From an optimization exercise on the open Yosys and OpenROAD flow, aimed at small area, a short achievable clock period and few clock cycles per item; shortcuts taken in it are not production practice. In this exercise RTL edits were held to simulation tests only and were not proved equivalent to the original. No activity file was given, so power comes from the tool's default toggle rates.

## sha1_message_digest
module sha1_message_digest (
    input  logic                            aclk,
    input  logic                            aresetn,
    input  logic                            s_tvalid,
    output logic                            s_tready,
    input  logic [7:0]          s_tdata,    
    input  logic                            s_tlast,
    output logic                            m_tvalid,
    input  logic                            m_tready,
    output logic [31:0]         m_tdata,    
    output logic [2:0]          m_tuser,    
    output logic                            m_tlast
);
    localparam logic [31:0] H_INIT_0 = 32'h67452301;
    localparam logic [31:0] H_INIT_1 = 32'hEFCDAB89;
    localparam logic [31:0] H_INIT_2 = 32'h98BADCFE;
    localparam logic [31:0] H_INIT_3 = 32'h10325476;
    localparam logic [31:0] H_INIT_4 = 32'hC3D2E1F0;
    localparam logic [31:0] K_ROUND_0 = 32'h5A827999;
    localparam logic [31:0] K_ROUND_1 = 32'h6ED9EBA1;
    localparam logic [31:0] K_ROUND_2 = 32'h8F1BBCDC;
    localparam logic [31:0] K_ROUND_3 = 32'hCA62C1D6;
    function automatic logic [31:0] h_init_rev(input logic [2:0] i);
        case (i)
            3'd0:    h_init_rev = H_INIT_4;
            3'd1:    h_init_rev = H_INIT_3;
            3'd2:    h_init_rev = H_INIT_2;
            3'd3:    h_init_rev = H_INIT_1;
            default: h_init_rev = H_INIT_0;
        endcase
    endfunction
    function automatic logic [31:0] add3(input logic [31:0] x, input logic [31:0] y,
                                         input logic [31:0] z);
        logic [31:0] s, c;
        s = x ^ y ^ z;
        c = (x & y) | (x & z) | (y & z);
        add3 = s + {c[30:0], 1'b0};
    endfunction
    logic [31:0]  h0, h1, h2, h3, h4;       
    logic [31:0]  va, vb, vc, vd, ve;       
    logic [31:0]  fr;                       
    logic [511:0] w;                        
    logic [31:0]  q;                        
    logic         qv;                       
    logic         qf;                       
  ...
export LEC_CHECK = 0
export ABC_CLOCK_PERIOD_IN_PS = 3000
export CAP_MARGIN = 20
export CORE_MARGIN = 2
export CORE_UTILIZATION = 62
export CTS_BUF_LIST = sky130_fd_sc_hd__clkbuf_8
export CTS_CLUSTER_DIAMETER = 50
export CTS_CLUSTER_SIZE = 14
export SETUP_SLACK_MARGIN = 4.7
export SLEW_MARGIN = 20
create_clock -name core_clock -period 8.0 [get_ports {aclk}]
run.sh (not shown) runs the stock make flow with config.mk's settings and CLKGATE_MAP_FILE= SYNTH_SCRIPT=/design/flow/synth_recipe.tcl, a recipe that flattens the netlist after the stock synthesis.
Testbench counts at the start, summed over its fixed seeds: cycles 102,666, bytes 44,818.
==> next run, changes <==
--- a/flow/config.mk
+++ b/flow/config.mk
@@ -11 +11 @@
-export CORE_UTILIZATION = 62
+export CORE_UTILIZATION = 55
@@ -14,2 +14,2 @@
-export CTS_CLUSTER_SIZE = 14
-export SETUP_SLACK_MARGIN = 4.7
+export CTS_CLUSTER_SIZE = 12
+export SETUP_SLACK_MARGIN = 4.5
=> Final area drops by 0.83%; routed wire length increases by 1.2%; clock power rose by about 1%; clock skew stays flat.


sha1_message_digest again, from the RTL that the note above started with.
==> flow/design.v (excerpt) <==
module sha1_message_digest (
    input  logic                            aclk,
    input  logic                            aresetn,
    input  logic                            s_tvalid,
    output logic                            s_tready,
    input  logic [7:0]          s_tdata,    
    input  logic                            s_tlast,
    output logic                            m_tvalid,
    input  logic                            m_tready,
    output logic [31:0]         m_tdata,    
    output logic [2:0]          m_tuser,    
    output logic                            m_tlast
);
    localparam logic [31:0] H_INIT_0 = 32'h67452301;
    localparam logic [31:0] H_INIT_1 = 32'hEFCDAB89;
    localparam logic [31:0] H_INIT_2 = 32'h98BADCFE;
    localparam logic [31:0] H_INIT_3 = 32'h10325476;
    localparam logic [31:0] H_INIT_4 = 32'hC3D2E1F0;
    localparam logic [31:0] K_ROUND_0 = 32'h5A827999;
    localparam logic [31:0] K_ROUND_1 = 32'h6ED9EBA1;
    localparam logic [31:0] K_ROUND_2 = 32'h8F1BBCDC;
    localparam logic [31:0] K_ROUND_3 = 32'hCA62C1D6;
    function automatic logic [31:0] h_init_rev(input logic [2:0] i);
        case (i)
            3'd0:    h_init_rev = H_INIT_4;
            3'd1:    h_init_rev = H_INIT_3;
            3'd2:    h_init_rev = H_INIT_2;
            3'd3:    h_init_rev = H_INIT_1;
            default: h_init_rev = H_INIT_0;
        endcase
    endfunction
    function automatic logic [31:0] add3(input logic [31:0] x, input logic [31:0] y,
                                         input logic [31:0] z);
        logic [31:0] s, c;
        s = x ^ y ^ z;
        c = (x & y) | (x & z) | (y & z);
        add3 = s + {c[30:0], 1'b0};
    endfunction
    logic [31:0]  h0, h1, h2, h3, h4;       
    logic [31:0]  va, vb, vc, vd, ve;       
    logic [31:0]  fr;                       
    logic [511:0] w;                        
    logic [31:0]  q;                        
    logic         qv;                       
    logic         qf;                       
    logic [2:0]   qfi;                      
    logic [3:0]   qnt;                      
    logic [31:0]  pre;                      
    logic [31:0]  wnx;                      
    logic         pv;                       
    logic         pf;                       
    logic [2:0]   pfi;                      
    logic [3:0]   pnt;                      
  ...
Settings: LEC_CHECK=0, ABC_AREA=1, CAP_MARGIN=20, CORE_MARGIN=2, CORE_UTILIZATION=55, CTS_BUF_LIST=sky130_fd_sc_hd__clkbuf_8, CTS_CLUSTER_DIAMETER=50, CTS_CLUSTER_SIZE=12, SETUP_SLACK_MARGIN=4.5, SLEW_MARGIN=20; clock period 8.0 ns.
The starting point finished with timing, DRC and antenna clean.
Testbench counts at the start, summed over its fixed seeds: cycles 102,666, bytes 44,818.
Edit:
ABC_AREA = unset   (was 1)
ABC_CLOCK_PERIOD_IN_PS = 3000   (was unset)
CORE_UTILIZATION = 40   (was 55)
CTS_BUF_LIST = unset   (was sky130_fd_sc_hd__clkbuf_8)
CTS_CLUSTER_DIAMETER = unset   (was 50)
CTS_CLUSTER_SIZE = unset   (was 12)
Core utilization went down by 14 points.
Via count went down by 11%.
Fmax went down by 4.7%.
Wire length went down by 4.2%.
Non-clock buffer count went up by 27.
Critical path depth went up by 1.
Register-to-register slack gets worse by 170 ps.
Die area went up by 33%.

[afterwards: timing with drivers on the ports]
Ports are ideal in the flow. The routed layouts listed here were re-timed in OpenROAD.
Step 1: set_driving_cell puts a clkbuf_16 on aclk and a buf_2 on each other input, an assumption about the parent block.
Step 2 also shifts input and output timing later by t, the mid clock arrival at the registers, as if the neighbouring blocks saw the same clock.
Slacks: ideal ports / drivers / drivers and shift; pairs: ideal ports / drivers.
run	shift t [ns]	slack for setup (ns)	cell pins on the clock port's net
the first run of note 1	0.802	4.516 / 4.516 / 4.043	1
the second run of note 1	0.821	4.412 / 4.412 / 3.864	1
the first run of note 2	0.840	4.603 / 4.537 / 4.074	1
the second run of note 2	0.765	4.437 / 4.437 / 4.080	1
After both steps setup and hold are still met in every run listed. The setup slack of the second run of note 1, which loses most, moves by 0.000 ns with the drivers and by -0.548 ns with both steps.
